This is an optimization exercise on Yosys and OpenROAD, whose aim is small area, not a production implementation. The RTL was checked by simulation tests, not by an equivalence proof against the original design. Power figures rest on the tool's default switching activity, not on a simulated workload. No driver is modelled on the clock port, so clocking that relies on it looks cheaper here than on a real chip.

### flow/flow/run.sh
#!/bin/bash
# The standard layout (standard.sh: standard synthesis, floorplan, place,
# CTS, route), with two changes: ports are buffered with buf_1 instead of the
# resizer's default pick, and CTS inserts no dummy loads.
set -o pipefail
export BUFFER_PORTS_ARGS="-buffer_cell sky130_fd_sc_hd__buf_1"
export CTS_ARGS="-sink_clustering_enable -repair_clock_nets -dont_use_dummy_load -buf_list sky130_fd_sc_hd__clkbuf_16 -sink_clustering_size 34 -sink_clustering_max_diameter 85"
bash standard.sh > standard.log 2>&1
### flow/standard.sh
#!/bin/bash
# synth_recipe.tcl (not shown) runs the flow's synth.tcl, then flattens the netlist and writes it again
# the make line also repeats each setting of config.mk as NAME=value (left out here)
make -C /OpenROAD-flow-scripts/flow DESIGN_CONFIG=/design/flow/config.mk WORK_HOME=/design/flow/orfs CLKGATE_MAP_FILE= SYNTH_SCRIPT=/design/flow/synth_recipe.tcl "${@:-finish}"
### flow/config.mk
export PLATFORM = sky130hd
export DESIGN_NAME = rv_pipeline_top
export DESIGN_NICKNAME = rv_pipeline_top
export VERILOG_FILES = /design/flow/design.v
export SDC_FILE = /design/flow/constraint.sdc
export NUM_CORES = 4
export LEC_CHECK = 0
export CAP_MARGIN = 0
export CORE_MARGIN = 2
export CORE_UTILIZATION = 45
export CTS_BUF_LIST = sky130_fd_sc_hd__clkbuf_16
export CTS_CLUSTER_DIAMETER = 80
export CTS_CLUSTER_SIZE = 30
export PLACE_DENSITY = 0.55
export SLEW_MARGIN = 0
export SYNTH_HIERARCHICAL = 1
### flow/constraint.sdc
create_clock -name core_clock -period 10.0 [get_ports {clk}]
set_input_delay 2.0000 -clock core_clock [delete_from_list [all_inputs] [get_ports {clk}]]
set_output_delay 2.0000 -clock core_clock [all_outputs]
set_load 0.01 [all_outputs]
### flow/design.v
`default_nettype none
package rv_pkg;
  localparam int xlen = 32;
  typedef logic [xlen-1:0] word_t;
  typedef logic [4:0]      reg_addr_t;
  localparam word_t nop_instr = 32'h0000_0013;
  localparam logic [6:0] op_load    = 7'b0000011;
  localparam logic [6:0] op_store   = 7'b0100011;
  localparam logic [6:0] op_imm     = 7'b0010011;
  localparam logic [6:0] op_reg     = 7'b0110011;
  localparam logic [6:0] op_branch  = 7'b1100011;
  localparam logic [6:0] op_jal     = 7'b1101111;
  localparam logic [6:0] op_custom0 = 7'b0001011;
  localparam logic [2:0] f3_beq  = 3'b000;
  localparam logic [2:0] f3_bne  = 3'b001;
  localparam logic [2:0] f3_blt  = 3'b100;
  localparam logic [2:0] f3_bge  = 3'b101;
  localparam logic [2:0] f3_bltu = 3'b110;
  localparam logic [2:0] f3_bgeu = 3'b111;
  localparam logic [1:0] aluc_add   = 2'b00;
  localparam logic [1:0] aluc_sub   = 2'b01;
  localparam logic [1:0] aluc_funct = 2'b10;
  localparam logic [1:0] fwd_none = 2'b00;
  localparam logic [1:0] fwd_mem  = 2'b01;
  localparam logic [1:0] fwd_wb   = 2'b10;
  typedef enum logic [4:0] {
    alu_add, alu_sub, alu_and, alu_or, alu_xor,
    alu_slt, alu_sltu, alu_sll, alu_srl, alu_sra,
    alu_andn, alu_orn, alu_xnor, alu_min, alu_max,
    alu_minu, alu_maxu, alu_rol, alu_ror, alu_abs
  } alu_op_e;
  typedef struct packed {
    logic       reg_write;
    logic       mem_write;
    logic       mem_to_reg;
    logic       alu_src;
    logic       branch;
    logic       jump;
    logic [1:0] alu_op;
  } ctrl_t;
  typedef struct packed {
    ctrl_t      ctrl;
    word_t      pc;
    word_t      rs1_val;
    word_t      rs2_val;
    word_t      imm;
    reg_addr_t  rs1;
    reg_addr_t  rs2;
    reg_addr_t  rd;
    logic [2:0] funct3;
    logic [6:0] funct7;
    logic [6:0] opcode;
  } id_ex_t;
  typedef struct packed {
    logic      reg_write;
    logic      mem_write;
    logic      mem_to_reg;
    word_t     alu_out;
    word_t     store_data;
    reg_addr_t rd;
  } ex_mem_t;
  typedef struct packed {
    logic      we;
    reg_addr_t rd;
    word_t     value;
  } wb_bus_t;
endpackage
`default_nettype wire
`timescale 1ns/100ps
`default_nettype none
module reg_file (
  input  logic       clk,
  input  logic [4:0] rs1,
  input  logic [4:0] rs2,
  input  logic [4:0] rd,
  input  logic       we,
  input  logic       clr,
  input  logic [7:0] wd,
  output logic [7:0] rs1_chunk,
  output logic [7:0] rs2_chunk
);
  logic [31:0] regs [32];
  assign regs[0] = '0;
  for (genvar i = 1; i < 32; i++) begin : g_reg
    logic wr;
    assign wr = clr || (we && rd == 5'(i));
    always_ff @(posedge clk) begin
      regs[i] <= {wr ? wd : regs[i][7:0], regs[i][31:8]};
    end
  end
  always_comb begin
    rs1_chunk = clr ? 8'd0 : regs[rs1][7:0];
    rs2_chunk = clr ? 8'd0 : regs[rs2][7:0];
  end
endmodule
`default_nettype wire
`timescale 1ns/100ps
`default_nettype none
module rv_pipeline_top (
  input  logic          clk,
  input  logic          reset,
  input  rv_pkg::word_t instr,
  input  rv_pkg::word_t read_data,
  output rv_pkg::word_t pc,
  output logic          mem_write,
  output rv_pkg::word_t data_addr,
  output rv_pkg::word_t write_data
);
  logic [1:0] ph;      
  logic       ps;      
  logic       clr;     
  always_ff @(posedge clk or posedge reset) begin
    if (reset) begin
      ph  <= 2'd0;
      ps  <= 1'b0;
      clr <= 1'b1;
    end else begin
      ph <= {ph[1] ^ ph[0], ~ph[0]};
      if (ph == 2'd3) begin
        ps  <= ~ps;
        clr <= 1'b0;
      end
    end
  end
  function automatic logic [8:0] add8(input logic [7:0] x, input logic [7:0] y, input logic c);
    logic [7:0] o;
    logic       k;
    k = c;
    for (int i = 0; i < 8; i++) begin
      o[i] = x[i] ^ y[i] ^ k;
      k    = (x[i] & y[i]) | (x[i] & k) | (y[i] & k);
    end
    add8 = {k, o};
  endfunction
  logic last;
  assign last = ps && ph == 2'd3;
  logic [6:0] opc;
  logic [2:0] f3;
  logic [4:0] rs1, rs2, rd;
  logic [4:0] cf;
  logic       b30;
  assign opc = instr[6:0];
  assign f3  = instr[14:12];
  assign rd  = instr[11:7];
  assign rs1 = instr[19:15];
  assign rs2 = instr[24:20];
  assign cf  = {instr[26:25], instr[14:12]};
  assign b30 = instr[30];
  logic is_load, is_store, is_imm, is_op, is_cus, is_br, is_jal;
  assign is_load  = opc == rv_pkg::op_load;
  assign is_store = opc == rv_pkg::op_store;
  assign is_imm   = opc == rv_pkg::op_imm;
  assign is_op    = opc == rv_pkg::op_reg;
  assign is_cus   = opc == rv_pkg::op_custom0;
  assign is_br    = opc == rv_pkg::op_branch;
  assign is_jal   = opc == rv_pkg::op_jal;
  logic alu_f;    
  assign alu_f = is_imm || is_op;
  logic o_sub, o_and, o_or, o_xor, o_slt, o_sltu, o_sll, o_srx, o_sra;
  logic c_andn, c_orn, c_xnor, c_min, c_max, c_minu, c_maxu, c_rol, c_ror, c_abs;
  assign o_sub  = is_op && f3 == 3'b000 && b30;
  assign o_sll  = alu_f && f3 == 3'b001;
  assign o_slt  = alu_f && f3 == 3'b010;
  assign o_sltu = alu_f && f3 == 3'b011;
  assign o_xor  = alu_f && f3 == 3'b100;
  assign o_srx  = alu_f && f3 == 3'b101;
  assign o_sra  = o_srx && b30;
  assign o_or   = alu_f && f3 == 3'b110;
  assign o_and  = alu_f && f3 == 3'b111;
  assign c_andn = is_cus && cf == 5'b00_000;
  assign c_orn  = is_cus && cf == 5'b00_001;
  assign c_xnor = is_cus && cf == 5'b00_010;
  assign c_min  = is_cus && cf == 5'b01_000;
  assign c_max  = is_cus && cf == 5'b01_001;
  assign c_minu = is_cus && cf == 5'b01_010;
  assign c_maxu = is_cus && cf == 5'b01_011;
  assign c_rol  = is_cus && cf == 5'b10_000;
  assign c_ror  = is_cus && cf == 5'b10_001;
  assign c_abs  = is_cus && cf == 5'b11_000;
  logic k_shift, k_left, k_slt, k_mm, k_logic, k_sub_p1;
  assign k_shift  = o_sll || o_srx || c_rol || c_ror;
  assign k_left   = o_sll || c_rol;
  assign k_slt    = o_slt || o_sltu;
  assign k_mm     = c_min || c_max || c_minu || c_maxu;
  assign k_logic  = o_and || o_or || o_xor || c_andn || c_orn || c_xnor;
  assign k_sub_p1 = k_slt || k_mm || is_br;
  logic writes;
  assign writes = (is_imm || is_op || is_cus || is_load || is_jal) && rd != 5'd0;
  logic [31:0] t_q;      
  logic [31:0] da_q;     
  logic        cy_q;     
  logic        eq_q;     
  logic        flag_q;   
  logic [31:1] pc_q;
  logic        pcy_q;    
  logic        pcout;
  logic [7:0]  t_in;
  logic [7:0] ra_c, rb_c, res;
  reg_file u_rf (
    .clk       (clk),
    .rs1       (rs1),
    .rs2       (rs2),
    .rd        (rd),
    .we        (ps && writes),
    .clr       (clr),
    .wd        (ps ? res : 8'd0),
    .rs1_chunk (ra_c),
    .rs2_chunk (rb_c)
  );
  logic [31:0] pc32;
  assign pc32 = {pc_q, 1'b0};
  logic [7:0] pc_c, rd_c;
  always_comb begin
    case (ph)
      2'd0: begin pc_c = pc32[7:0];   rd_c = read_data[7:0];   end
      2'd1: begin pc_c = pc32[15:8];  rd_c = read_data[15:8];  end
      2'd2: begin pc_c = pc32[23:16]; rd_c = read_data[23:16]; end
      default: begin pc_c = pc32[31:24]; rd_c = read_data[31:24]; end
    endcase
  end
  logic       sgn;
  logic [7:0] imm_c;
  assign sgn = instr[31];
  always_comb begin
    case (ph)
      2'd0: imm_c = {instr[27:25], is_store ? instr[11:7] : instr[24:20]};
      2'd1: imm_c = {{4{sgn}}, instr[31:28]};
      default: imm_c = {8{sgn}};
    endcase
  end
  logic [7:0] a_c, b_c;
  logic       inv_a, inv_b, cin0;
  always_comb begin
    a_c   = ra_c;
    b_c   = (is_imm || is_load || is_store) ? imm_c : rb_c;
    inv_a = 1'b0;
    inv_b = 1'b0;
    cin0  = 1'b0;
    if (!ps) begin
      if (k_shift) b_c = 8'd0;
      if (k_sub_p1) begin
        inv_b = 1'b1;
        cin0  = 1'b1;
      end
    end else begin
      if (is_jal) begin
        a_c = pc_c;
        b_c = (ph == 2'd0) ? 8'd4 : 8'd0;
      end
      if (o_sub) begin
        inv_b = 1'b1;
        cin0  = 1'b1;
      end
      if (c_andn || c_orn || c_xnor) inv_b = 1'b1;
      if (c_abs) begin
        b_c   = 8'd0;
        inv_a = flag_q;
        cin0  = flag_q;
      end
    end
  end
  logic [7:0] ai, bi, sum;
  logic       cin, cout;
  assign ai  = a_c ^ {8{inv_a}};
  assign bi  = b_c ^ {8{inv_b}};
  assign cin = (ph == 2'd0) ? cin0 : cy_q;
  assign {cout, sum} = add8(ai, bi, cin);
  logic eq_all, lts, ltu, taken, flag_d;
  assign eq_all = (ph == 2'd0 || eq_q) && sum == 8'd0;
  assign ltu    = ~cout;
  assign lts    = (a_c[7] != b_c[7]) ? a_c[7] : sum[7];
  always_comb begin
    case (f3)
      3'b000:  taken = eq_all;
      3'b001:  taken = ~eq_all;
      3'b100:  taken = lts;
      3'b101:  taken = ~lts;
      3'b110:  taken = ltu;
      3'b111:  taken = ~ltu;
      default: taken = 1'b0;
    endcase
    if (is_br)
      flag_d = taken;
    else if (o_sltu || c_minu || c_maxu)
      flag_d = ltu;
    else if (o_slt || c_min || c_max)
      flag_d = lts;
    else
      flag_d = ra_c[7];
  end
  logic [4:0]  s_amt;
  logic [5:0]  sr;
  logic [2:0]  c_lo, c_hi;
  logic [7:0]  z_lo, z_hi, shres;
  logic [15:0] zw;
  logic        fill;
  assign s_amt = t_q[4:0];
  assign sr    = k_left ? (6'd32 - {1'b0, s_amt}) : {1'b0, s_amt};
  assign c_lo  = {1'b0, ph} + sr[5:3];
  assign c_hi  = c_lo + 3'd1;
  assign fill  = o_sra && flag_q;
  function automatic logic [7:0] zchunk(input logic [2:0] c, input logic [31:0] w,
                                        input logic zero_lo, input logic fill_hi,
                                        input logic fbit);
    logic [7:0] x;
    case (c[1:0])
      2'd0: x = w[7:0];
      2'd1: x = w[15:8];
      2'd2: x = w[23:16];
      default: x = w[31:24];
    endcase
    if (c[2])
      zchunk = fill_hi ? {8{fbit}} : x;
    else
      zchunk = zero_lo ? 8'd0 : x;
  endfunction
  assign z_lo  = zchunk(c_lo, da_q, o_sll, o_srx, fill);
  assign z_hi  = zchunk(c_hi, da_q, o_sll, o_srx, fill);
  assign zw    = {z_hi, z_lo} >> sr[2:0];
  assign shres = zw[7:0];
  logic [7:0] res_o;
  logic       use_sum;
  assign use_sum = !(k_shift || is_load || k_slt || k_mm || k_logic);
  always_comb begin
    if (k_shift)
      res_o = shres;
    else if (is_load)
      res_o = rd_c;
    else if (k_slt)
      res_o = {7'd0, flag_q && ph == 2'd0};
    else if (k_mm)
      res_o = (flag_q ^ (c_max || c_maxu)) ? ra_c : rb_c;
    else if (o_and || c_andn)
      res_o = a_c & bi;
    else if (o_or || c_orn)
      res_o = a_c | bi;
    else
      res_o = a_c ^ bi;
    res = use_sum ? sum : res_o;
  end
  always_ff @(posedge clk) begin
    cy_q <= cout;
    eq_q <= eq_all;
    t_q  <= {t_in, t_q[31:8]};
    pcy_q <= pcout;
    if (!ps && ph == 2'd3) flag_q <= flag_d;
    if (!ps) da_q <= {sum, da_q[31:8]};
  end
  logic [31:0] imm_bj, off;
  logic [7:0]  off_c, nxt;
  assign imm_bj = is_jal ? {{12{instr[31]}}, instr[19:12], instr[20], instr[30:21], 1'b0}
                         : {{20{instr[31]}}, instr[7], instr[30:25], instr[11:8], 1'b0};
  assign off = (is_jal || (is_br && flag_q)) ? imm_bj : 32'd4;
  always_comb begin
    case (ph)
      2'd0: off_c = off[7:0];
      2'd1: off_c = off[15:8];
      2'd2: off_c = off[23:16];
      default: off_c = off[31:24];
    endcase
  end
  assign {pcout, nxt} = add8(pc_c, off_c, ph != 2'd0 && pcy_q);
  always_comb begin
    if (ps)
      t_in = nxt;
    else if (k_shift && ph != 2'd0)
      t_in = t_q[31:24];
    else if (is_imm)
      t_in = imm_c;
    else
      t_in = rb_c;
  end
  always_ff @(posedge clk or posedge reset) begin
    if (reset) begin
      pc_q <= '0;
    end else if (last) begin
      pc_q <= {nxt, t_q[31:9]};
    end
  end
  assign pc         = pc32;
  assign mem_write  = is_store && ps && ph == 2'd0;
  assign data_addr  = da_q;
  assign write_data = t_q;
endmodule
`default_nettype wire
==> notes.md, run 1 <==
Pleak approximately 15 nW; root buffer cell clkbuf_16; # IOs between 150 and 200; top post-synthesis cells by count dfxtp_1 (1019), mux2_2 (283), a22oi_1 (150), nor2_1 (122), nand2_1 (108); Worst-Margin Slew about 1.2 ns; H-tree depth 2; largest family of logic cells by synthesized area multiplexers; Yosys reg bits between 1000 and 1500; DR vias ~23000; Fin Setup TNS 0 ns; Synthesis Warnings 9; first-pass iteration count of the detailed router 6; Tcrit/Tclk final about 90%; die width approximately 280 µm; post-synth design cell area about 35000 µm²; Max-slew headroom between 10% and 20%; via density per instance approximately 5.8; post-synthesis mux area share a little under an eighth; Top cell by count, worst path fa_1; largest area contributor in the netlist dfxtp_1; Final Instance Area approximately 38000 µm²; number of global-route vias before repair 22328; row count slightly above 100; share of layout cells above drive strength 1 a little under a fifth; worst hold path type register to register; xor/xnor cell area share of the yosys netlist less than 1%; clock latency (worst-skew pair) 0.65 ns; Chip Height about 280 µm; worst slack at placement 0.6961 ns; synth-to-layout area growth 9.548%; sequential fraction of the synthesis area 64.55%; Port-buffer cells 161; DIE AREA between 70000 and 80000 µm²; final worst setup slack between 0.9 and 1 ns; Inserted Clock Buffers between 40 and 50; CP arrival about 9.5 ns; CTS Hold Bufs 0; Antenna Nets Post-Route 0; Post-Syn Instances approximately 2700; crit path launch type input port; Clock Path Buffers 3; total global routing overflow 0; CTS tree done; clk_skew around 0.12 ns; Pwr Density between 150 and 200 nW/µm²; outcome finished clean; final core occ 49.56%; Final Critical Period about 9 ns; Global Route Usage Sum between 30% and 40%; Crit path max-delay family adder cells; Yosys cell types 103; total setup buffers inserted after CTS 0; ys async rst share 3.196%; adder-cell share of the synthesized area roughly 1.8%; Mean Syn Cell Area 12.75 µm²; Reg2Reg Setup Slack ~2.4 ns; initial antenna violation count 4; Initial DRC Count around 2300; Syn Nets approximately 2800; Final setup viols 0; worst hold slack 0.2442 ns; Fin. Hold Viols 0; CTS clk-pin slew, worst paths around 0.11 ns; WP buf/inv 5; core region area around 77000 µm²; Synth Area in Simple Gates under 10%; Cell Area, Placed about 37000 µm²; # fillers ~6900; share of Yosys cell area claimed by the top area cell type approximately three fifths; final slew viol count 0; RSZ-0062 raised after global routing false; Crit. End Element register; compound-gate portion of the synthesized area a little over a tenth; CP required around 10 ns; Placer Congestion between 1 and 1.5; first-pass GRT wire length about 180000 µm; f_max between 0.1 and 0.15 GHz; TritonCTS Sinks around 1100; Slowest-stage cell, CP nor4_1; Starting Density between 40 and 50%; post-cts sizing count 0; Crit Path Max Fanout 31; Avg WL per Cell ~33 µm; largest net degree at the start of global routing 40; largest cells by area after synthesis dfxtp_1 (59%), mux2_2 (9.1%), edfxtp_1 (3.5%); # DRC 0; ys flop type dfxtp_1; # Max-Cap Violations 0; final WL 129900 µm; HPWL after detailed placement ~100000 µm; Peak VDD IR between 0.1 and 0.15 mV; cell with the most instances after synthesis dfxtp_1; Crit Path Category input port to register; delay of the slowest critical-path stage about 0.73 ns; nets@finish 3039; EDFF count, synth 41
==> cell type report <==
type                    count  area (µm²)  area share, %
repair buffers            286        1556          4.075
diodes                      1       2.502       0.006551
well taps                1040        1301          3.406
flip-flops and latches   1095       22510          58.92
multi-input cells        1458       11590          30.35
clock buffers              42        1051          2.751
inverters                  50       187.7         0.4913
==> Yosys stat by module, one instance, submodules excluded <==
module           cell area [µm²]  cells inside  flops+latches
reg_file                   27090          1926            992
rv_pipeline_top             7776           810            103
==> worst paths after layout <==
| path | startpoint | to | depth (start not counted) |
|---|---|---|---|
| worst min-delay path | u_rf.regs[15][30] | u_rf.regs[15][22] | 0 |
| worst min register to register | u_rf.regs[15][30] | u_rf.regs[15][22] | 0 |
| max in group asynchronous | reset | pc_q[15] | 3 |
| min in group asynchronous | reset | pc_q[13] | 3 |
| worst max register to register | ph[1] | u_rf.regs[11][31] | 25 |
| worst max-delay path | instr[15] | u_rf.regs[11][31] | 25 |
==> placed cells by master, fill, tap and decap left out, drive strengths merged, types with 16 or more instances in the layout <==
cell    netlist  final
dfxtp      1019   1019
mux2        298    298
buf          62    285
a22oi       150    150
nor2        139    139
nand2       109    109
a21oi        95     95
mux2i        57     57
o21ai        54     54
inv          50     50
clkbuf       71     43
nand4        42     42
edfxtp       41     41
nand3        36     36
nor3         36     36
dfrtp        34     34
a31oi        28     28
nor4         25     25
nor2b        23     23
ha           23     23
a222oi       21     21
a211oi       20     20
xnor2        17     17
fa           17     17
a22o         16     16
==> routing by layer <==
layer	routed length [µm]	track usage (%)
met5	22	0
met4	7826	16.50
met3	8176	5.138
met1	52730	39.99
met2	61190	53.75
==> registers in the layout, summed over array words and instances, names as in the netlist, 2 cells and up <==
signal,count
ph,2
pc_q,31
t_q,32
u_rf.regs,992
da_q,32
==> power by group <==
part           total [W]  internal, W  switching [W]
Combinational   0.000237    0.0000762       0.000161
Sequential       0.00441      0.00440      0.0000112
Clock            0.00198     0.000760        0.00122
Total            0.00663      0.00523        0.00139
==> through the flow <==
stage	power, W	std cells
3_5_place_dp	0.004736	3929
3_3_place_gp	0.004735	3929
6_report	0.006628	3972
4_1_cts	0.006659	3971
2_1_floorplan	0.004639	2736
5_1_grt	0.006826	3971
==> kinds of logic (layout without fill, tap and decap cells) <==
group / count (synthesis) / count (layout)
buf+inv: 183 / 378
mux: 366 / 366
xor+xnor: 29 / 29
compound gates: 508 / 508
simple gates: 513 / 513
fa+ha+maj: 41 / 41
flops: 1095 / 1095
other cells: 1 / 2
==> inputs of run 2 (changes only) <==
--- a/flow/flow/run.sh
+++ b/flow/flow/run.sh
@@ -6,2 +6,3 @@
 export BUFFER_PORTS_ARGS="-buffer_cell sky130_fd_sc_hd__buf_1"
+export GPL_KEEP_OVERFLOW=0
 export CTS_ARGS="-sink_clustering_enable -repair_clock_nets -dont_use_dummy_load -buf_list sky130_fd_sc_hd__clkbuf_16 -sink_clustering_size 34 -sink_clustering_max_diameter 85"
--- a/flow/config.mk
+++ b/flow/config.mk
@@ -7,3 +7,3 @@
 export LEC_CHECK = 0
-export CAP_MARGIN = 0
+export CAP_MARGIN = 10
 export CORE_MARGIN = 2
@@ -14,3 +14,4 @@
 export PLACE_DENSITY = 0.55
-export SLEW_MARGIN = 0
+export SETUP_SLACK_MARGIN = 0.2
+export SLEW_MARGIN = 10
 export SYNTH_HIERARCHICAL = 1
==> run 2 against run 1 <==
Compared with the run above:
- highest routed layer unchanged
- setup slack worse by 0.61 ns
- critical path type unchanged
- area after synthesis stayed put
- register-to-register slack worse by 0.53 ns
- first-iteration DRC count is 6.2% lower
==> notes.md, run 2 <==
share of Yosys cell area claimed by the top area cell type 58.50% (unchanged); Final setup viols 0 (unchanged); first-pass GRT wire length 171000 µm (-3.2%); CTS Hold Bufs 0 (unchanged); # Max-Cap Violations 0 (unchanged); CTS clk-pin slew, worst paths 0.11 ns (about the same); f_max 0.1039 GHz (-6.3%); Top cell by count, worst path fa_1; CP startpoint instr[19]; TritonCTS Sinks 1095 (unchanged); DR vias 22765 (-1.9%); first-pass iteration count of the detailed router 6 (unchanged); ys flop type dfxtp_1; largest net degree at the start of global routing 41 (+2.5%); Crit Path Max Fanout 28 (-9.7%); # IOs 163 (unchanged); Syn Nets 2842 (unchanged); Synthesis Warnings 9 (unchanged); Fin. Hold Viols 0 (unchanged); Slowest-stage cell, CP nor2_2; ys async rst share 3.196% (unchanged); root buffer cell clkbuf_16; HPWL after detailed placement 96530 µm (-3.2%); Global Route Usage Sum 30.72% (-1.4 points); # DRC 0 (unchanged); via density per instance 5.881 (+0.65%); H-tree depth 2 (unchanged); largest reg by FF count u_rf.regs; clk_skew 0.08136 ns (-0.03652 ns); top post-synthesis cells by count dfxtp_1 (1019), mux2_2 (283), a22oi_1 (150), nor2_1 (122), nand2_1 (108); diodes inserted 0 (-1); Worst-Margin Slew 1.397 ns (+0.1581 ns); Pleak 14.74 nW (-2.7%); crit path launch type input port; die width 282.4 µm (unchanged); post-synth design cell area 34870 µm² (unchanged); CP required 10.45 ns (about the same); row count 102 (unchanged); final slew viol count 0 (unchanged); CP arrival 10.07 ns (+0.61 ns); delay of the slowest critical-path stage 0.64 ns (-0.09 ns); Fin Setup TNS 0 ns (unchanged); sequential fraction of the synthesis area 64.55% (unchanged); final WL 124100 µm (-4.5%); largest cells by area after synthesis dfxtp_1 (59%), mux2_2 (9.1%), edfxtp_1 (3.5%); CP cell instances buf_2, nand2_2, nor2_2, a222oi_1, a31oi_1, mux2i_1, xnor2_1, fa_1, fa_1, fa_1, fa_1, fa_1, fa_1, inv_1, fa_1, o221ai_1, a21boi_0, o211ai_1, buf_4, buf_4, mux2_2; RR Startpoint ph[1]; Starting Density 45.24% (unchanged); Initial DRC Count 2152 (-6.2%); Peak VDD IR 0.1619 mV (+8.8%); CTS tree done; Yosys reg bits 1095 (unchanged); Inserted Clock Buffers 43 (+2.4%); worst hold path type register to register; core region area 77080 µm² (unchanged); outcome finished clean; number of global-route vias before repair 21774 (-2.5%); Max-slew headroom 6.127% (-11 points); largest area contributor in the netlist dfxtp_1; share of layout cells above drive strength 1 17.06% (-1.6 points); Placed Cells incl. Taps 3824 (-2.7%); clock latency (worst-skew pair) 0.62 ns (-0.03 ns); cell with the most instances after synthesis dfxtp_1; Avg WL per Cell 32.05 µm (-2.0%); Placer Congestion 1.008 (-3.8%); Yosys cell types 103 (unchanged); Top Registers u_rf.regs x992, da_q x32, t_q x32; DIE AREA 79730 µm² (unchanged); synth-to-layout area growth 8.353%; nets@finish 2939 (-3.3%); Chip Height 282.4 µm (unchanged); Post-Syn Instances 2736 (unchanged); max FFs per register 992 (unchanged); Final Non-Filler Cells 3871 (-2.5%); Crit Path Category input port to register; Pwr Density 175.1 nW/µm² (+0.92%); Final Critical Period 9.626 ns (+0.6095 ns); Antenna Nets Post-Route 0 (unchanged); RSZ-0062 raised after global routing false; Clock Path Buffers 3 (unchanged); leading cell type in the layout, fill and taps excluded dfxtp_1; Port-buffer cells 161 (unchanged); Crit. End Element register; hold path start u_rf.regs[28][27]; # fillers 6949 (+0.77%); EDFF count, synth 41 (unchanged); commonest non-fill, non-tap cells in the layout dfxtp_1 (1019), mux2_2 (283), a22oi_1 (150), buf_1 (150), nor2_1 (110); Tcrit/Tclk final 96.26% (+6.1 points); Mean Syn Cell Area 12.75 µm² (unchanged); initial antenna violation count 2 (-2); total global routing overflow 0 (unchanged)
==> run 2: cell counts after synthesis <==
Identical to the previous run, type by type.
==> run 2: worst max-delay path, delay by kind of cell <==
family,cells,cell delay [ns]
simple gates,2,1.18
xor+xnor,1,0.21
compound gates,5,1.72
mux,2,0.57
buf+inv,4,1.18
fa+ha+maj,7,3.14
==> run 2: final cells by class <==
type,count,area (µm²),share of cell area (%)
tap,1040,1301,3.444
inverter,50,187.7,0.4967
timing repair buffer,185,1011,2.676
multi-input combinational,1458,11700,30.97
sequential,1095,22510,59.57
clock buffer,43,1076,2.848
==> run 2: final timing paths <==
check                               endpoint  slack [ns]  depth (start not counted)
max                        u_rf.regs[10][30]        0.37                         21
min                        u_rf.regs[28][19]        0.27                          0
max reg2reg                u_rf.regs[10][30]        1.87                         23
min reg2reg                u_rf.regs[28][19]        0.27                          0
max in group asynchronous           pc_q[15]        8.00                          2
min in group asynchronous            pc_q[5]        1.47                          2
==> run 2: cells by family after synthesis <==
kind of cell | share of synthesized area [%]
xor+xnor | 0.7894
fa+ha+maj | 1.830
compound gates | 10.75
flops | 64.55
buf+inv | 2.354
other cells | 0.01075
mux | 11.97
simple gates | 7.754
==> run 2: stage by stage <==
| step | cell area (µm²) | total power [W] | util (%) | hold WS (ns) | setup WS [ns] |
|---|---|---|---|---|---|
| 2_1_floorplan | 34870 | 0.004639 | - | 0.3096 | 1.756 |
| 3_3_place_gp | 36140 | 0.004713 | 46.89 | 0.3095 | -5.892 |
| 3_5_place_dp | 36580 | 0.004716 | 47.45 | 0.3121 | -1.107 |
| 4_1_cts | 37670 | 0.006672 | 48.87 | 0.2660 | 0.2294 |
| 5_1_grt | 37780 | 0.006839 | 49.02 | 0.2623 | 0.1969 |
| 6_report | 37780 | 0.006616 | 49.02 | 0.2665 | 0.3744 |
==> run 2: where the power goes <==
part / internal, W / leakage [nW] / total [W] / switching (W)
Combinational: 0.0000650 / 5.06 / 0.000219 / 0.000154
Sequential: 0.00440 / 9.14 / 0.00441 / 0.0000120
Clock: 0.000777 / 0.530 / 0.00199 / 0.00121
==> run 2: layer usage <==
layer,track usage (%),part of all wire (%),up-vias
li1,-,-,10038
met1,38.52,41,11414
met2,51.96,48,1019
met3,4.452,5.7,292
met4,14.95,5.8,2
met5,0,0.012,-
==> run 2: repair_timing <==
item                                    in CTS  in global routing
resized for setup                            5                 24
setup buffers                                0                  4
pin swaps                                    0                  1
endpoints found under the setup margin      54                 56
==> run 2: Yosys stat by module (local to each module, per instance) <==
module / cell area, µm² / cells / times used
reg_file: 27090 / 1926 / 1
rv_pipeline_top: 7776 / 810 / 1
==> inputs of run 3 (changes only) <==
--- a/flow/design.v
+++ b/flow/design.v
@@ -134,2 +134,12 @@
   endfunction
+  function automatic logic [4:0] add4(input logic [3:0] x, input logic [3:0] y, input logic c);
+    logic [3:0] o;
+    logic       k;
+    k = c;
+    for (int i = 0; i < 4; i++) begin
+      o[i] = x[i] ^ y[i] ^ k;
+      k    = (x[i] & y[i]) | (x[i] & k) | (y[i] & k);
+    end
+    add4 = {k, o};
+  endfunction
   logic last;
@@ -266,3 +276,7 @@
   assign cin = (ph == 2'd0) ? cin0 : cy_q;
-  assign {cout, sum} = add8(ai, bi, cin);
+  logic [4:0] lo_s, hi_s0, hi_s1;
+  assign lo_s  = add4(ai[3:0], bi[3:0], cin);
+  assign hi_s0 = add4(ai[7:4], bi[7:4], 1'b0);
+  assign hi_s1 = add4(ai[7:4], bi[7:4], 1'b1);
+  assign {cout, sum} = {lo_s[4] ? hi_s1 : hi_s0, lo_s[3:0]};
   logic eq_all, lts, ltu, taken, flag_d;
--- a/flow/config.mk
+++ b/flow/config.mk
@@ -14,3 +14,2 @@
 export PLACE_DENSITY = 0.55
-export SETUP_SLACK_MARGIN = 0.2
 export SLEW_MARGIN = 10
==> run 3 against run 2 <==
Compared with the run above:
- sequential power about the same
- combinational power down 7%
- fmax down 0.67%
- setup slack worse by 0.065 ns
- clock-buffer cell count down 1
- wire length up 2.7%
- core utilization up 0.063 points
- hold slack worse by 0.011 ns
==> notes.md, run 3 <==
Global Route Usage Sum 31.90% (+1.2 points); Yosys cell types 98 (-4.9%); synth-to-layout area growth 8.000%; Reg2Reg Setup Slack 2.22 ns (+0.35 ns); final slew viol count 0 (unchanged); outcome finished clean; largest net degree at the start of global routing 40 (-2.4%); commonest non-fill, non-tap cells in the layout dfxtp_1 (1019), mux2_2 (283), buf_1 (151); CTS clk-pin slew, worst paths 0.12 ns (about the same); Mean Syn Cell Area 12.74 µm² (about the same); # DRC 0 (unchanged); worst hold path type register to register; Yosys reg bits 1095 (unchanged); Slowest-stage cell, CP nor2_1; DIE AREA 78800 µm² (-1.2%); CP required 10.55 ns (+0.10 ns); max FFs per register 992 (unchanged); Final setup viols 0 (unchanged); xor/xnor cell area share of the yosys netlist 0.7843% (-0.0050 points); # IOs 163 (unchanged); Seq. cell area 22510 µm² (about the same); Top cell by count, worst path buf_2; first-pass iteration count of the detailed router 7 (+1); largest reg by FF count u_rf.regs; Tot Pwr 0.006595 W (-0.33%); post-cts sizing count 0 (-5); die width 280.7 µm (-0.59%); TritonCTS Sinks 1095 (unchanged); root buffer cell clkbuf_16; leading cell type in the layout, fill and taps excluded dfxtp_1; initial antenna violation count 2 (unchanged); Crit. End Element register; Syn Nets 2811 (-1.1%); CP arrival 10.24 ns (+0.17 ns); final WL 127300 µm (+2.7%); Max-slew headroom 13.27% (+7.1 points); final core occ 49.08% (+0.063 points); Clock Path Buffers 3 (unchanged); post-synthesis mux area share 11.81% (-0.16 points); core region area 75820 µm² (-1.6%); reg2reg end u_rf.regs[17][30]; cell with the most instances after synthesis dfxtp_1; RR Startpoint ph[1]; CTS Hold Bufs 0 (unchanged); post-synth design cell area 34460 µm² (-1.2%); top post-synthesis cells by count dfxtp_1 (1019), mux2_2 (283), a22oi_1 (146), nand2_1 (137), nor2_1 (114); f_max 0.1032 GHz (-0.67%); total global routing overflow 0 (unchanged); diodes inserted 0 (unchanged); clk_skew 0.09330 ns (+0.01194 ns); Final Critical Period 9.691 ns (+0.06527 ns); # Max-Cap Violations 0 (unchanged); Avg WL per Cell 33.64 µm (+5.0%); H-tree depth 2 (unchanged); clock latency (worst-skew pair) 0.63 ns (about the same); total setup buffers inserted after CTS 0 (unchanged); largest family of logic cells by synthesized area multiplexers; Fin. Hold Viols 0 (unchanged); number of global-route vias before repair 21872 (+0.45%); EDFF count, synth 41 (unchanged); nets@finish 2917 (-0.75%); Post-Syn Instances 2704 (-1.2%); ys async rst share 3.196% (unchanged); multi-input logic area 11330 µm² (-3.1%); Antenna Nets Post-Route 0 (unchanged); final worst setup slack 0.3091 ns (-0.06527 ns); Placer Congestion 0.9915 (-1.6%); # fillers 6716 (-3.4%); Inserted Clock Buffers 42 (-2.3%); reg2reg path depth 26 (+13%); CP startpoint instr[15]; Starting Density 45.44% (+0.21 points); delay of the slowest critical-path stage 0.98 ns (+0.34 ns); crit path launch type input port; first-pass GRT wire length 174000 µm (+1.7%); Initial DRC Count 2248 (+4.5%); Tcrit/Tclk final 96.91% (+0.65 points); HPWL after detailed placement 99030 µm (+2.6%); sequential fraction of the synthesis area 65.32% (+0.78 points); share of Yosys cell area claimed by the top area cell type 59.20% (+0.70 points); Critical Path Sink u_rf.regs[17][30]; RSZ-0062 raised after global routing false; share of layout cells above drive strength 1 16.13% (-0.93 points); Synth Area in Simple Gates 7.466% (-0.29 points); Crit Path Category input port to register; Worst-Margin Slew 1.298 ns (-0.09913 ns); Crit Path Max Fanout 27 (-3.6%); largest area contributor in the netlist dfxtp_1; Chip Height 280.7 µm (-0.59%); Port-buffer cells 161 (unchanged); ys flop type dfxtp_1; Pwr Density 177.2 nW/µm² (+1.2%); largest cells by area after synthesis dfxtp_1 (59%), mux2_2 (9.2%), edfxtp_1 (3.6%); row count 101 (-0.98%); CTS tree done; worst slack at placement -0.4638 ns (+0.6431 ns); Synthesis Warnings 9 (unchanged); DR vias 22344 (-1.8%); Peak VDD IR 0.1498 mV (-7.5%); Top Registers u_rf.regs x992, da_q x32, t_q x32; Pleak 14.66 nW (-0.49%); compound-gate portion of the synthesized area 10.66% (-0.089 points); adder-cell share of the synthesized area 1.772% (-0.058 points); via density per instance 5.902 (+0.35%)
run 3: cell count changes after synthesis, sizes merged, moves of 6 or more:
cell,before,now
nand2,109,138
buf,62,52
o211ai,6,12
nor2,139,129
a21oi,95,105
o21ai,54,64
a221oi,14,20
nor3,36,28
a211oi,20,12
nor4,25,14
a31oi,28,22
run 3: metal layers:
| metal | wire [µm] | GRT usage, % | vias to the layer above |
|---|---|---|---|
| met4 | 7882 | 16.47 | 2 |
| met1 | 52670 | 39.96 | 11306 |
| met3 | 6034 | 4.190 | 272 |
| met2 | 60730 | 53.94 | 880 |
| met5 | 18 | 0 | - |
| li1 | - | - | 9884 |
run 3: metrics by stage:
stage	setup TNS, ns	hold WS (ns)	cells	cell area, µm²
2_1_floorplan	0	0.3096	2704	34460
3_3_place_gp	-855.84	0.3096	3720	35710
3_5_place_dp	-3.914	0.3121	3743	36150
4_1_cts	0	0.2607	3785	37200
5_1_grt	0	0.2643	3786	37210
6_report	0	0.2552	3786	37210
run 3: Yosys stat by module (local to each module, per instance):
module / copies in the design / cell area [µm²] / flip-flops and latches / cells
reg_file: 1 / 27090 / 992 / 1926
rv_pipeline_top: 1 / 7362 / 103 / 778
run 3: cell type report:
cell class / instances / share of cell area [%]
sequential: 1095 / 60.49
multi-input combinational: 1439 / 30.45
tap: 978 / 3.288
clock buffer: 42 / 2.824
timing repair buffer: 185 / 2.471
inverter: 47 / 0.4774
run 3: logic make-up (layout without fill, tap and decap cells):
logic type | after synthesis | in the layout
muxes | 358 | 358
and+or+nand+nor | 500 | 500
xor gates and xnor gates | 30 | 30
DFF | 1095 | 1095
AOI/OAI and AO/OA | 509 | 509
other | 1 | 1
buffers and inverters | 170 | 274
adders and majority gates | 41 | 41
run 3: worst min-delay path by stage:
stage | from | end | slack (ns) | cells after the start
floorplan | u_rf.regs[10][8] | u_rf.regs[10][0] | 0.31 | 0
global placement | u_rf.regs[12][29] | u_rf.regs[12][21] | 0.31 | 0
detailed placement | u_rf.regs[15][15] | u_rf.regs[15][7] | 0.31 | 0
CTS | u_rf.regs[12][26] | u_rf.regs[12][18] | 0.26 | 0
global route | u_rf.regs[27][21] | u_rf.regs[27][13] | 0.26 | 0
finish | u_rf.regs[12][26] | u_rf.regs[12][18] | 0.26 | 0
run 3: power breakdown:
group | leakage, nW | switching (W) | total (W) | internal [W]
combinational | 5.01 | 0.000145 | 0.000203 | 0.0000589
sequential | 9.13 | 0.0000134 | 0.00441 | 0.00440
clock | 0.518 | 0.00122 | 0.00198 | 0.000760
total | 14.7 | 0.00138 | 0.00659 | 0.00522
run 3: worst max-delay path: cells and delay by family:
family                     cells  cell delay, ns
AOI/OAI and AO/OA              5            1.44
muxes                          3            0.72
and+or+nand+nor                4            1.98
buffers and inverters          7            1.98
adders and majority gates      4            1.56
xor gates and xnor gates       2            0.48
==> inputs of run 4 (changes only) <==
--- a/flow/flow/run.sh
+++ b/flow/flow/run.sh
@@ -6,3 +6,2 @@
 export BUFFER_PORTS_ARGS="-buffer_cell sky130_fd_sc_hd__buf_1"
-export GPL_KEEP_OVERFLOW=0
 export CTS_ARGS="-sink_clustering_enable -repair_clock_nets -dont_use_dummy_load -buf_list sky130_fd_sc_hd__clkbuf_16 -sink_clustering_size 34 -sink_clustering_max_diameter 85"
--- a/flow/config.mk
+++ b/flow/config.mk
@@ -7,3 +7,3 @@
 export LEC_CHECK = 0
-export CAP_MARGIN = 10
+export CAP_MARGIN = 0
 export CORE_MARGIN = 2
@@ -14,3 +14,3 @@
 export PLACE_DENSITY = 0.55
-export SLEW_MARGIN = 10
+export SLEW_MARGIN = 0
 export SYNTH_HIERARCHICAL = 1
==> run 4 against run 3 <==
Compared with the run above:
- via count up 1.1%
- total power decreased by 0.33%
- clock-buffer cell count fell by 1
- highest routed layer unchanged
- critical endpoint is now u_rf.regs[29][31]
- critical path type unchanged
- sequential cell count unchanged
- largest power group unchanged
- still clean on timing, DRC and antenna
- register-to-register slack improved by 0.97 ns
- hold slack got worse by 0.011 ns
==> notes.md, run 4 <==
Top Registers u_rf.regs x992, da_q x32, t_q x32; Yosys cell types 98 (unchanged); Inserted Clock Buffers 41 (-2.4%); Crit Path Max Fanout 31 (+15%); Fin Setup TNS 0 ns (unchanged); Hold EP u_rf.regs[8][23]; clk_skew 0.1199 ns (+0.02658 ns); post-synth design cell area 34460 µm² (unchanged); final slew viol count 0 (unchanged); share of Yosys cell area claimed by the top area cell type 59.20% (unchanged); CP arrival 9.06 ns (-1.18 ns); hold path start u_rf.regs[8][31]; Syn Nets 2811 (unchanged); DRT met1 WL 53630 µm (+1.8%); ys flop type dfxtp_1; CTS clk-pin slew, worst paths 0.12 ns (about the same); reg2reg path depth 24 (-7.7%); Avg WL per Cell 33.70 µm (+0.19%); final WL 130300 µm (+2.3%); Peak VDD IR 0.1851 mV (+24%); nets@finish 2992 (+2.6%); # IOs 163 (unchanged); Port-buffer cells 161 (unchanged); Tcrit/Tclk final 85.95% (-11 points); Met2 Wirelength 61620 µm (+1.5%); Synthesis Warnings 9 (unchanged); total global routing overflow 0 (unchanged); # Max-Cap Violations 0 (unchanged); Yosys reg bits 1095 (unchanged); Crit. End Element register; number of global-route vias before repair 22051 (+0.82%); Global Route Usage Sum 32.64% (+0.74 points); RSZ-0062 raised after global routing false; CP required 10.46 ns (-0.09 ns); largest reg by FF count u_rf.regs; Fin. Hold Viols 0 (unchanged); reg2reg end u_rf.regs[29][31]; worst hold path type register to register; TritonCTS Sinks 1095 (unchanged); Placed Cells incl. Taps 3820 (+2.1%); Post-Syn Instances 2704 (unchanged); max FFs per register 992 (unchanged); # DRC 0 (unchanged); ys async rst share 3.196% (unchanged); final worst setup slack 1.405 ns (+1.096 ns); Max-slew headroom 15.82% (+2.5 points); worst slack at placement 1.083 ns (+1.547 ns); Final Non-Filler Cells 3866 (+2.1%); WP buf/inv 5 (-2); Starting Density 45.44% (unchanged); CTS Hold Bufs 0 (unchanged); Mean Syn Cell Area 12.74 µm² (unchanged); row count 101 (unchanged); HPWL after detailed placement 101400 µm (+2.4%); clock latency (worst-skew pair) 0.64 ns (about the same); largest net degree at the start of global routing 39 (-2.5%); Final setup viols 0 (unchanged); EDFF count, synth 41 (unchanged); Clock Path Buffers 3 (unchanged); met3 WL 6458 µm (+7.0%); CTS tree done; total setup buffers inserted after CTS 0 (unchanged); crit path launch type input port; initial antenna violation count 4 (+2); RR Startpoint ph[1]; Initial DRC Count 2359 (+4.9%); delay of the slowest critical-path stage 0.68 ns (-0.30 ns); worst hold slack 0.2439 ns (-0.01139 ns); outcome finished clean; largest area contributor in the netlist dfxtp_1; max layer used met5; Tot Pwr 0.006573 W (-0.33%); commonest non-fill, non-tap cells in the layout dfxtp_1 (1019), mux2_2 (283), buf_1 (160); Pleak 14.98 nW (+2.1%); synth-to-layout area growth 9.151%; worst hold stages 0 (unchanged); first-pass iteration count of the detailed router 5 (-2); cell with the most instances after synthesis dfxtp_1; DIE AREA 78800 µm² (unchanged); Placer Congestion 1.046 (+5.4%); H-tree depth 2 (unchanged); Crit path max-delay family simple AND/OR/NAND/NOR gates; Chip Height 280.7 µm (unchanged); root buffer cell clkbuf_16; core region area 75820 µm² (unchanged); f_max 0.1164 GHz (+13%); via density per instance 5.842 (-1.0%); largest cells by area after synthesis dfxtp_1 (59%), mux2_2 (9.2%), edfxtp_1 (3.6%); Final Critical Period 8.595 ns (-1.096 ns); Reg2Reg Setup Slack 3.19 ns (+0.97 ns); Slowest-stage cell, CP nor4_1; first-pass GRT wire length 177800 µm (+2.2%); die width 280.7 µm (unchanged); Pwr Density 174.8 nW/µm² (-1.4%); sequential fraction of the synthesis area 65.32% (unchanged); Crit Path Category input port to register; Worst-Margin Slew 1.263 ns (-0.03551 ns); leading cell type in the layout, fill and taps excluded dfxtp_1; DR vias 22586 (+1.1%); top post-synthesis cells by count dfxtp_1 (1019), mux2_2 (283), a22oi_1 (146), nand2_1 (137), nor2_1 (114); post-cts sizing count 0 (unchanged); Top cell by count, worst path fa_1; Antenna Nets Post-Route 0 (unchanged); share of layout cells above drive strength 1 17.69% (+1.6 points)
## run 4: cell types whose count changed in the layout (fill, tap and decap cells not counted), sizes merged
cell    change
buf        +76
clkbuf      -1
diode       +5
## run 4: final cells by class
cell class	instances	area, µm²
Fill cell	6700	38210
Sequential cell	1095	22510
Multi-Input combinational cell	1439	11280
Tap cell	978	1224
Antenna cell	5	12.51
Timing Repair Buffer	261	1381
Inverter	47	176.4
Clock buffer	41	1026
## run 4: report_power, final
group,internal (W),switching (W),total [W]
logic,0.0000693,0.000151,0.000220
registers,0.00440,0.0000123,0.00441
clock network,0.000743,0.00120,0.00194
## run 4: per-stage QoR
step / instance area [µm²] / utilization (%)
6_report: 37610 / 49.60
5_1_grt: 37600 / 49.59
4_1_cts: 37600 / 49.59
3_5_place_dp: 36570 / 48.23
3_3_place_gp: 36570 / 48.22
2_1_floorplan: 34460 / -
## run 4: cell families (layout without fill, tap and decap cells)
family	count (synthesis)	count (layout)	share of synthesized area (%)
AND/OR/NAND/NOR	500	500	7.466
other	1	6	0.01088
adder cells (fa/ha/maj)	41	41	1.772
AO/OA/AOI/OAI	509	509	10.66
multiplexers	358	358	11.81
buffers and inverters	170	349	2.182
flip-flops	1095	1095	65.32
XOR/XNOR	30	30	0.7843
## run 4: how the worst max path moves through the flow
stage,from,endpoint,slack (ns),cells after the start
after detailed placement,instr[23],u_rf.regs[3][31],1.08,27
after global placement,instr[16],u_rf.regs[29][31],1.03,23
after global routing,instr[23],u_rf.regs[13][31],1.15,27
final,instr[23],u_rf.regs[29][31],1.41,27
after CTS,instr[23],u_rf.regs[13][31],1.62,27
after floorplan,instr[6],u_rf.regs[12][30],2.37,22
## run 4: Yosys stat by module, one instance, submodules excluded
module / flops+latches / times used / cells inside / cell area [µm²]
rv_pipeline_top: 103 / 1 / 778 / 7362
reg_file: 992 / 1 / 1926 / 27090
## run 4: layer usage
layer,track usage (%),vias to the layer above
met1,40.33,11372
met2,55.06,888
met5,0,-
met4,18.21,4
li1,-,10036
met3,4.464,286
==> inputs of run 5 (changes only) <==
==> flow/flow/run.sh (replaced) <==
#!/bin/bash
# The standard layout (standard.sh: standard synthesis, floorplan, place,
# CTS, route, each step logging to orfs/logs), with three changes: ports are
# buffered with buf_1 instead of the resizer's default pick, timing-driven
# global placement does not keep its trial buffering (the later repair steps
# fix what is left), and CTS inserts no dummy loads.
set -o pipefail
export BUFFER_PORTS_ARGS="-buffer_cell sky130_fd_sc_hd__buf_1"
export GPL_KEEP_OVERFLOW=0
export CTS_ARGS="-sink_clustering_enable -repair_clock_nets -dont_use_dummy_load -buf_list sky130_fd_sc_hd__clkbuf_16 -sink_clustering_size 30 -sink_clustering_max_diameter 80"
bash standard.sh > standard.log 2>&1
--- a/flow/config.mk
+++ b/flow/config.mk
@@ -7,3 +7,3 @@
 export LEC_CHECK = 0
-export CAP_MARGIN = 0
+export CAP_MARGIN = 10
 export CORE_MARGIN = 2
@@ -14,3 +14,4 @@
 export PLACE_DENSITY = 0.55
-export SLEW_MARGIN = 0
+export SETUP_SLACK_MARGIN = 0.2
+export SLEW_MARGIN = 10
 export SYNTH_HIERARCHICAL = 1
==> run 5 against run 4 <==
Compared with the run above:
- core utilization decreased by 0.40 points
- via count is 1.3% lower
- global-route usage decreased by 0.81 points
- clock skew is 0.041 ns lower
- first-iteration DRC count decreased by 17%
- cell count shrank 2.0%
- design area is 0.80% lower
- still clean on timing, DRC and antenna
==> notes.md, run 5 <==
clk_skew 0.07911 ns (-0.04077 ns); Top Registers u_rf.regs x992, da_q x32, t_q x32; worst hold path type register to register; TritonCTS Sinks 1095 (unchanged); Antenna Nets Post-Route 0 (unchanged); multi-input logic area 11350 µm² (+0.60%); clock latency (worst-skew pair) 0.61 ns (-0.03 ns); Final setup viols 0 (unchanged); final worst setup slack 0.4392 ns (-0.9663 ns); grt met1 use 39.70% (-0.63 points); RSZ-0062 raised after global routing false; # DRC 0 (unchanged); die width 280.7 µm (unchanged); Crit Path Category input port to register; # fillers 6703 (+0.045%); Cell Area, Placed 36150 µm² (-1.2%); Inserted Clock Buffers 45 (+9.8%); max FFs per register 992 (unchanged); worst slack at placement -0.4638 ns (-1.547 ns); commonest non-fill, non-tap cells in the layout dfxtp_1 (1019), mux2_2 (283), buf_1 (151); met2 GRT Util 54.13% (-0.93 points); HPWL after detailed placement 99030 µm (-2.3%); core region area 75820 µm² (unchanged); f_max 0.1046 GHz (-10%); most used routing layer in global routing met2; cell with the most instances after synthesis dfxtp_1; Global Route Usage Sum 31.83% (-0.81 points); CP required 10.54 ns (+0.08 ns); Pleak 14.70 nW (-1.8%); Post-Syn Instances 2704 (unchanged); synth-to-layout area growth 8.276%; nets@finish 2920 (-2.4%); Chip Height 280.7 µm (unchanged); Starting Density 45.44% (unchanged); CTS tree done; crit path launch type input port; Reg2Reg Setup Slack 2.15 ns (-1.04 ns); H-tree depth 2 (unchanged); total global routing overflow 0 (unchanged); Slowest-stage cell, CP nor2_2; sequential fraction of the synthesis area 65.32% (unchanged); root buffer cell clkbuf_16; Pwr Density 178.1 nW/µm² (+1.9%); largest area contributor in the netlist dfxtp_1; Final Instance Area 37310 µm² (-0.80%); DIE AREA 78800 µm² (unchanged); Fin. Hold Viols 0 (unchanged); CTS Hold Bufs 0 (unchanged); largest cells by area after synthesis dfxtp_1 (59%), mux2_2 (9.2%), edfxtp_1 (3.6%); # IOs 163 (unchanged); number of global-route vias before repair 21988 (-0.29%); Tcrit/Tclk final 95.61% (+9.7 points); top post-synthesis cells by count dfxtp_1 (1019), mux2_2 (283), a22oi_1 (146), nand2_1 (137), nor2_1 (114); Avg WL per Cell 33.57 µm (-0.40%); Syn Nets 2811 (unchanged); Initial DRC Count 1963 (-17%); CP arrival 10.10 ns (+1.04 ns); # Max-Cap Violations 0 (unchanged); leading cell type in the layout, fill and taps excluded dfxtp_1; Yosys cell types 98 (unchanged); ys async rst share 3.196% (unchanged); Tot Pwr 0.006646 W (+1.1%); EDFF count, synth 41 (unchanged); total setup buffers inserted after CTS 0 (unchanged); share of layout cells above drive strength 1 16.47% (-1.2 points); Final Critical Period 9.561 ns (+0.9663 ns); Clock Path Buffers 3 (unchanged); share of Yosys cell area claimed by the top area cell type 59.20% (unchanged); delay of the slowest critical-path stage 0.72 ns (+0.04 ns); DR vias 22299 (-1.3%); post-synth design cell area 34460 µm² (unchanged); grt met3 use 4.165% (-0.30 points); Seq. cell area 22510 µm² (about the same); Crit. End Element register; final slew viol count 0 (unchanged); Max-slew headroom 11.91% (-3.9 points); Worst-Margin Slew 1.319 ns (+0.05599 ns); CTS clk-pin slew, worst paths 0.10 ns (-0.02 ns); largest reg by FF count u_rf.regs; ys flop type dfxtp_1; Mean Syn Cell Area 12.74 µm² (unchanged); largest net degree at the start of global routing 40 (+2.6%); outcome finished clean; Peak VDD IR 0.1507 mV (-19%); Port-buffer cells 161 (unchanged); via density per instance 5.884 (+0.71%); first-pass GRT wire length 174000 µm (-2.2%); Top cell by count, worst path buf_2; first-pass iteration count of the detailed router 7 (+2); Placer Congestion 0.9915 (-5.2%); worst hold slack 0.2683 ns (+0.02446 ns); Synthesis Warnings 9 (unchanged); Yosys reg bits 1095 (unchanged); Crit Path Max Fanout 27 (-13%); final WL 127200 µm (-2.4%); initial antenna violation count 4 (unchanged); row count 101 (unchanged)
run 5: final cells by class:
cell class | count | share of cell area [%]
Sequential cell | 1095 | 60.33
Multi-Input combinational cell | 1439 | 30.42
Tap cell | 978 | 3.280
Clock buffer | 45 | 3.018
Timing Repair Buffer | 185 | 2.465
Inverter | 47 | 0.4762
Antenna cell | 1 | 0.006707
run 5: worst max-delay path: cells and delay by family:
kind            cells  cell delay, ns
buf+inv             7            1.99
simple gates        4            1.72
fa+ha+maj           4            1.56
compound gates      5            1.52
mux                 3            0.71
xor+xnor            2            0.48
run 5: modules after synthesis (local to each module, per instance):
module,flip-flops and latches,area [µm²],times used
reg_file,992,27090,1
rv_pipeline_top,103,7362,1
run 5: routing by layer:
layer | routed length [µm] | up-vias
li1 | - | 9889
met1 | 52620 | 11285
met2 | 60840 | 865
met3 | 6171 | 256
met4 | 7556 | 4
met5 | 34 | -
run 5: kinds of logic (layout without fill, tap and decap cells):
logic type	after synthesis	count (layout)	share of synthesized area, %
AO/OA/AOI/OAI	509	509	10.66
AND/OR/NAND/NOR	500	500	7.466
adder cells (fa/ha/maj)	41	41	1.772
buffers and inverters	170	277	2.182
flip-flops	1095	1095	65.32
multiplexers	358	358	11.81
other	1	2	0.01088
XOR/XNOR	30	30	0.7843
run 5: through the flow:
stage | util (%) | std cells | TNS [ns]
floorplan | - | 2704 | 0
finish | 49.20 | 3790 | 0
global route | 49.20 | 3789 | 0
detailed placement | 47.67 | 3743 | -3.914
global placement | 47.10 | 3720 | -855.84
CTS | 49.17 | 3788 | 0
run 5: path summary, 6_finish.rpt:
path / depth (start not counted) / end / from
setup / recovery: 25 / u_rf.regs[17][30] / instr[15]
hold / removal: 0 / u_rf.regs[4][7] / u_rf.regs[4][15]
setup reg to reg: 26 / u_rf.regs[17][30] / ph[1]
hold reg to reg: 0 / u_rf.regs[4][7] / u_rf.regs[4][15]
max in group asynchronous: 2 / ps / reset
min in group asynchronous: 2 / pc_q[22] / reset
run 5: power breakdown:
part	leakage, nW	internal, W	total, W	switching [W]
Combinational	5.01	0.0000591	0.000205	0.000146
Sequential	9.13	0.00440	0.00441	0.0000132
Clock	0.555	0.000811	0.00203	0.00122
run 5: repair_timing:
action                                 CTS  global route
endpoints found under the hold margin    0             0
resized for setup                        2             7
setup endpoints to repair                6            17
==> inputs of run 6 (changes only) <==
--- a/flow/design.v
+++ b/flow/design.v
@@ -90,5 +90,9 @@
   end
+  logic [4:0] ra;
+  logic [4:0] rb;
+  assign ra = clr ? 5'd0 : rs1;
+  assign rb = clr ? 5'd0 : rs2;
   always_comb begin
-    rs1_chunk = clr ? 8'd0 : regs[rs1][7:0];
-    rs2_chunk = clr ? 8'd0 : regs[rs2][7:0];
+    rs1_chunk = regs[ra][7:0];
+    rs2_chunk = regs[rb][7:0];
   end
@@ -117,3 +121,3 @@
     end else begin
-      ph <= {ph[1] ^ ph[0], ~ph[0]};
+      ph <= ph + 2'd1;
       if (ph == 2'd3) begin
@@ -124,22 +128,2 @@
   end
-  function automatic logic [8:0] add8(input logic [7:0] x, input logic [7:0] y, input logic c);
-    logic [7:0] o;
-    logic       k;
-    k = c;
-    for (int i = 0; i < 8; i++) begin
-      o[i] = x[i] ^ y[i] ^ k;
-      k    = (x[i] & y[i]) | (x[i] & k) | (y[i] & k);
-    end
-    add8 = {k, o};
-  endfunction
-  function automatic logic [4:0] add4(input logic [3:0] x, input logic [3:0] y, input logic c);
-    logic [3:0] o;
-    logic       k;
-    k = c;
-    for (int i = 0; i < 4; i++) begin
-      o[i] = x[i] ^ y[i] ^ k;
-      k    = (x[i] & y[i]) | (x[i] & k) | (y[i] & k);
-    end
-    add4 = {k, o};
-  endfunction
   logic last;
@@ -204,5 +188,2 @@
   logic [31:1] pc_q;
-  logic        pcy_q;    
-  logic        pcout;
-  logic [7:0]  t_in;
   logic [7:0] ra_c, rb_c, res;
@@ -249,3 +230,3 @@
     if (!ps) begin
-      if (k_shift) b_c = 8'd0;
+      if (k_shift) a_c = 8'd0;
       if (k_sub_p1) begin
@@ -255,2 +236,6 @@
     end else begin
+      if (is_load) begin
+        a_c = rd_c;
+        b_c = 8'd0;
+      end
       if (is_jal) begin
@@ -276,9 +261,5 @@
   assign cin = (ph == 2'd0) ? cin0 : cy_q;
-  logic [4:0] lo_s, hi_s0, hi_s1;
-  assign lo_s  = add4(ai[3:0], bi[3:0], cin);
-  assign hi_s0 = add4(ai[7:4], bi[7:4], 1'b0);
-  assign hi_s1 = add4(ai[7:4], bi[7:4], 1'b1);
-  assign {cout, sum} = {lo_s[4] ? hi_s1 : hi_s0, lo_s[3:0]};
+  assign {cout, sum} = {1'b0, ai} + {1'b0, bi} + {8'd0, cin};
   logic eq_all, lts, ltu, taken, flag_d;
-  assign eq_all = (ph == 2'd0 || eq_q) && sum == 8'd0;
+  assign eq_all = (ph == 2'd0 || eq_q) && a_c == b_c;
   assign ltu    = ~cout;
@@ -304,51 +285,35 @@
   end
-  logic [4:0]  s_amt;
-  logic [5:0]  sr;
-  logic [2:0]  c_lo, c_hi;
-  logic [7:0]  z_lo, z_hi, shres;
-  logic [15:0] zw;
-  logic        fill;
-  assign s_amt = t_q[4:0];
-  assign sr    = k_left ? (6'd32 - {1'b0, s_amt}) : {1'b0, s_amt};
-  assign c_lo  = {1'b0, ph} + sr[5:3];
-  assign c_hi  = c_lo + 3'd1;
-  assign fill  = o_sra && flag_q;
-  function automatic logic [7:0] zchunk(input logic [2:0] c, input logic [31:0] w,
-                                        input logic zero_lo, input logic fill_hi,
-                                        input logic fbit);
-    logic [7:0] x;
-    case (c[1:0])
-      2'd0: x = w[7:0];
-      2'd1: x = w[15:8];
-      2'd2: x = w[23:16];
-      default: x = w[31:24];
-    endcase
-    if (c[2])
-      zchunk = fill_hi ? {8{fbit}} : x;
-    else
-      zchunk = zero_lo ? 8'd0 : x;
-  endfunction
-  assign z_lo  = zchunk(c_lo, da_q, o_sll, o_srx, fill);
-  assign z_hi  = zchunk(c_hi, da_q, o_sll, o_srx, fill);
-  assign zw    = {z_hi, z_lo} >> sr[2:0];
-  assign shres = zw[7:0];
-  logic [7:0] res_o;
-  logic       use_sum;
-  assign use_sum = !(k_shift || is_load || k_slt || k_mm || k_logic);
+  logic [4:0]  s_amt, r_amt;
+  logic [38:0] xw;
+  logic [7:0]  rot, shres;
+  assign s_amt = da_q[4:0];
+  assign r_amt = k_left ? (5'd0 - s_amt) : s_amt;
+  assign xw    = {t_q[6:0], t_q};
+  assign rot   = xw[r_amt +: 8];
+  always_comb begin
+    for (int t = 0; t < 8; t++) begin
+      logic [4:0] i;
+      logic       ok;
+      i  = {ph, 3'(t)};
+      ok = 1'b1;
+      if (o_sll) ok = i >= s_amt;
+      if (o_srx) ok = (5'd31 - i) >= s_amt;
+      shres[t] = ok ? rot[t] : (o_sra && flag_q);
+    end
+  end
   always_comb begin
     if (k_shift)
-      res_o = shres;
-    else if (is_load)
-      res_o = rd_c;
+      res = shres;
     else if (k_slt)
-      res_o = {7'd0, flag_q && ph == 2'd0};
+      res = {7'd0, flag_q && ph == 2'd0};
     else if (k_mm)
-      res_o = (flag_q ^ (c_max || c_maxu)) ? ra_c : rb_c;
+      res = (flag_q ^ (c_max || c_maxu)) ? ra_c : rb_c;
     else if (o_and || c_andn)
-      res_o = a_c & bi;
+      res = a_c & bi;
     else if (o_or || c_orn)
-      res_o = a_c | bi;
+      res = a_c | bi;
+    else if (o_xor || c_xnor)
+      res = a_c ^ bi;
     else
-      res_o = a_c ^ bi;
-    res = use_sum ? sum : res_o;
+      res = sum;
   end
@@ -357,4 +322,3 @@
     eq_q <= eq_all;
-    t_q  <= {t_in, t_q[31:8]};
-    pcy_q <= pcout;
+    t_q  <= {is_store ? rb_c : ra_c, t_q[31:8]};
     if (!ps && ph == 2'd3) flag_q <= flag_d;
@@ -363,3 +327,2 @@
   logic [31:0] imm_bj, off;
-  logic [7:0]  off_c, nxt;
   assign imm_bj = is_jal ? {{12{instr[31]}}, instr[19:12], instr[20], instr[30:21], 1'b0}
@@ -367,21 +330,2 @@
   assign off = (is_jal || (is_br && flag_q)) ? imm_bj : 32'd4;
-  always_comb begin
-    case (ph)
-      2'd0: off_c = off[7:0];
-      2'd1: off_c = off[15:8];
-      2'd2: off_c = off[23:16];
-      default: off_c = off[31:24];
-    endcase
-  end
-  assign {pcout, nxt} = add8(pc_c, off_c, ph != 2'd0 && pcy_q);
-  always_comb begin
-    if (ps)
-      t_in = nxt;
-    else if (k_shift && ph != 2'd0)
-      t_in = t_q[31:24];
-    else if (is_imm)
-      t_in = imm_c;
-    else
-      t_in = rb_c;
-  end
   always_ff @(posedge clk or posedge reset) begin
@@ -390,3 +334,3 @@
     end else if (last) begin
-      pc_q <= {nxt, t_q[31:9]};
+      pc_q <= pc_q + off[31:1];
     end
==> flow/run.sh (new file) <==
#!/bin/bash
# synth_recipe.tcl (not shown) runs the flow's synth.tcl, then flattens the netlist and writes it again
# the make line also repeats each setting of config.mk as NAME=value (left out here)
make -C /OpenROAD-flow-scripts/flow DESIGN_CONFIG=/design/flow/config.mk WORK_HOME=/design/flow/orfs CLKGATE_MAP_FILE= SYNTH_SCRIPT=/design/flow/synth_recipe.tcl finish
==> flow/config.mk (replaced) <==
export PLATFORM = sky130hd
export DESIGN_NAME = rv_pipeline_top
export DESIGN_NICKNAME = rv_pipeline_top
export VERILOG_FILES = /design/flow/design.v
export SDC_FILE = /design/flow/constraint.sdc
export NUM_CORES = 4
export LEC_CHECK = 0
export CAP_MARGIN = 20
export CORE_MARGIN = 2
export CORE_UTILIZATION = 30
export PLACE_DENSITY = 0.38
export SLEW_MARGIN = 20
removed: flow/flow/run.sh
removed: flow/standard.sh
==> run 6 against run 5 <==
Compared with the run above:
- first-iteration DRC count is 22% higher
- die area rose by 64%
- non-clock buffer count increased by 99
- clock-buffer cell count rose by 119
- sequential cell count fell by 1
- cell count rose by 42%
==> notes.md, run 6 <==
clock latency (worst-skew pair) 0.76 ns (+0.15 ns); max FFs per register 992 (unchanged); largest cells by area after synthesis dfxtp_1 (54%), mux2_2 (4.2%), and3_1 (3.2%); Clock Path Buffers 3 (unchanged); first-pass iteration count of the detailed router 8 (+1); first-pass GRT wire length 235600 µm (+35%); Top Registers u_rf.regs x992, da_q x32, t_q x32; Peak VDD IR 0.1511 mV (+0.21%); leading cell type in the layout, fill and taps excluded dfxtp_1; outcome finished clean; CTS tree done; f_max 0.1214 GHz (+16%); share of layout cells above drive strength 1 14.41% (-2.1 points); # IOs 163 (unchanged); hold path start u_rf.regs[13][25]; Final Critical Period 8.239 ns (-1.322 ns); largest area contributor in the netlist dfxtp_1; Fin Setup TNS 0 ns (unchanged); total global routing overflow 0 (unchanged); Top cell by count, worst path o21ai_0; Tot Pwr 0.009136 W (+37%); Avg WL per Cell 31.69 µm (-5.6%); total setup buffers inserted after CTS 0 (unchanged); Final Non-Filler Cells 5365 (+42%); Slowest-stage cell, CP clkdlybuf4s50_1; via density per instance 5.374 (-8.7%); final slew viol count 0 (unchanged); Pint 0.007121 W (+35%); Switch Pwr 0.002014 W (+46%); synth-to-layout area growth 21.27%; final WL 170000 µm (+34%); ys flop type dfxtp_1; Yosys cell types 109 (+11%); Crit Path Max Fanout 32 (+19%); CP arrival 8.85 ns (-1.25 ns); Placer Congestion 0.9768 (-1.5%); share of Yosys cell area claimed by the top area cell type 54.22% (-5.0 points); Crit path max-delay family compound AO/OA/AOI/OAI gates; Syn Nets 3557 (+27%); post-synth design cell area 37880 µm² (+9.9%); Max-slew headroom 23.81% (+12 points); top post-synthesis cells by count dfxtp_1 (1026), nand2_1 (212), and3_1 (191), nor2_1 (172), o21ai_0 (154); sequential fraction of the synthesis area 59.15% (-6.2 points); WP buf/inv 3 (-4); clk_skew 0.06143 ns (-0.01768 ns); crit path launch type input port; # Max-Cap Violations 0 (unchanged); cell depth of the worst setup path 23 (-8.0%); worst hold path type register to register; Placed Cells incl. Taps 5151 (+38%); RSZ-0062 raised after global routing false; Mean Syn Cell Area 11.07 µm² (-13%); Final setup viols 0 (unchanged); ys async rst share 3.199% (about the same); EDFF count, synth 33 (-20%); delay of the slowest critical-path stage 0.91 ns (+0.19 ns); RR Startpoint clr; H-tree depth 3 (+1); core region area 125400 µm² (+65%); reg2reg path depth 21 (-19%); row count 130 (+29%); Starting Density 30.21% (-15 points); final core occ 36.63% (-13 points); CP required 10.61 ns (+0.07 ns); Chip Height 359.3 µm (+28%); worst hold stages 0 (unchanged); CTS clk-pin slew, worst paths 0.06 ns (-0.04 ns); HPWL after detailed placement 127100 µm (+28%); cell with the most instances after synthesis dfxtp_1; CTS Hold Bufs 0 (unchanged); number of global-route vias before repair 28201 (+28%)
run 6: per-stage QoR:
stage	setup WS [ns]	cell area, µm²	hold WS [ns]
finish	1.761	45940	0.2791
global route	1.429	45920	0.2919
CTS	1.937	45920	0.2668
detailed placement	1.148	41940	0.3121
global placement	1.162	41940	0.3097
floorplan	3.247	37880	0.3096
run 6: cell type report:
type / instances / share of cell area (%)
inverter: 43 / 0.3514
tap: 1650 / 4.494
antenna: 8 / 0.04358
sequential: 1094 / 48.79
clock buffer: 164 / 7.194
timing repair buffer: 284 / 5.524
clock inverter: 42 / 1.465
multi-input combinational: 2080 / 32.14
run 6: final timing paths:
kind	slack (ns)	end
setup / recovery	1.76	u_rf.regs[8][28]
hold / removal	0.28	u_rf.regs[13][17]
setup reg to reg	2.77	u_rf.regs[8][28]
hold reg to reg	0.28	u_rf.regs[13][17]
max in group asynchronous	7.88	ps
min in group asynchronous	1.70	ph[0]
run 6: power groups by stage:
stage	Clock, W	Sequential (W)	Combinational [W]
after detailed placement	0	0.00452	0.000294
after CTS	0.00453	0.00442	0.000295
after floorplan	0	0.00451	0.000121
after global placement	0	0.00452	0.000295
after global routing	0.00472	0.00442	0.000311
final	0.00442	0.00442	0.000299
run 6: routing by layer:
layer | vias up | share of wire [%] | track usage, %
met4 | 14 | 3.8 | 10.11
li1 | 12937 | - | -
met2 | 1049 | 46 | 41.98
met1 | 14554 | 45 | 34.15
met5 | - | 0.056 | 0
met3 | 278 | 5.2 | 3.977
run 6: logic make-up after synthesis:
logic type / after synthesis / share of synthesized area (%)
flops: 1094 / 59.15
simple gates: 975 / 13.84
compound gates: 760 / 14.04
buf+inv: 247 / 2.679
mux: 228 / 6.788
fa+ha+maj: 70 / 2.372
xor+xnor: 46 / 1.113
other cells: 1 / 0.009900

Check on run 6: ideal ports give 1.761 ns setup slack; a clkbuf_16 on the clock port and buf_2 on the inputs give 1.787 ns; moving port delays by the midpoint clock arrival (0.814 ns) as well gives 0.973 ns.
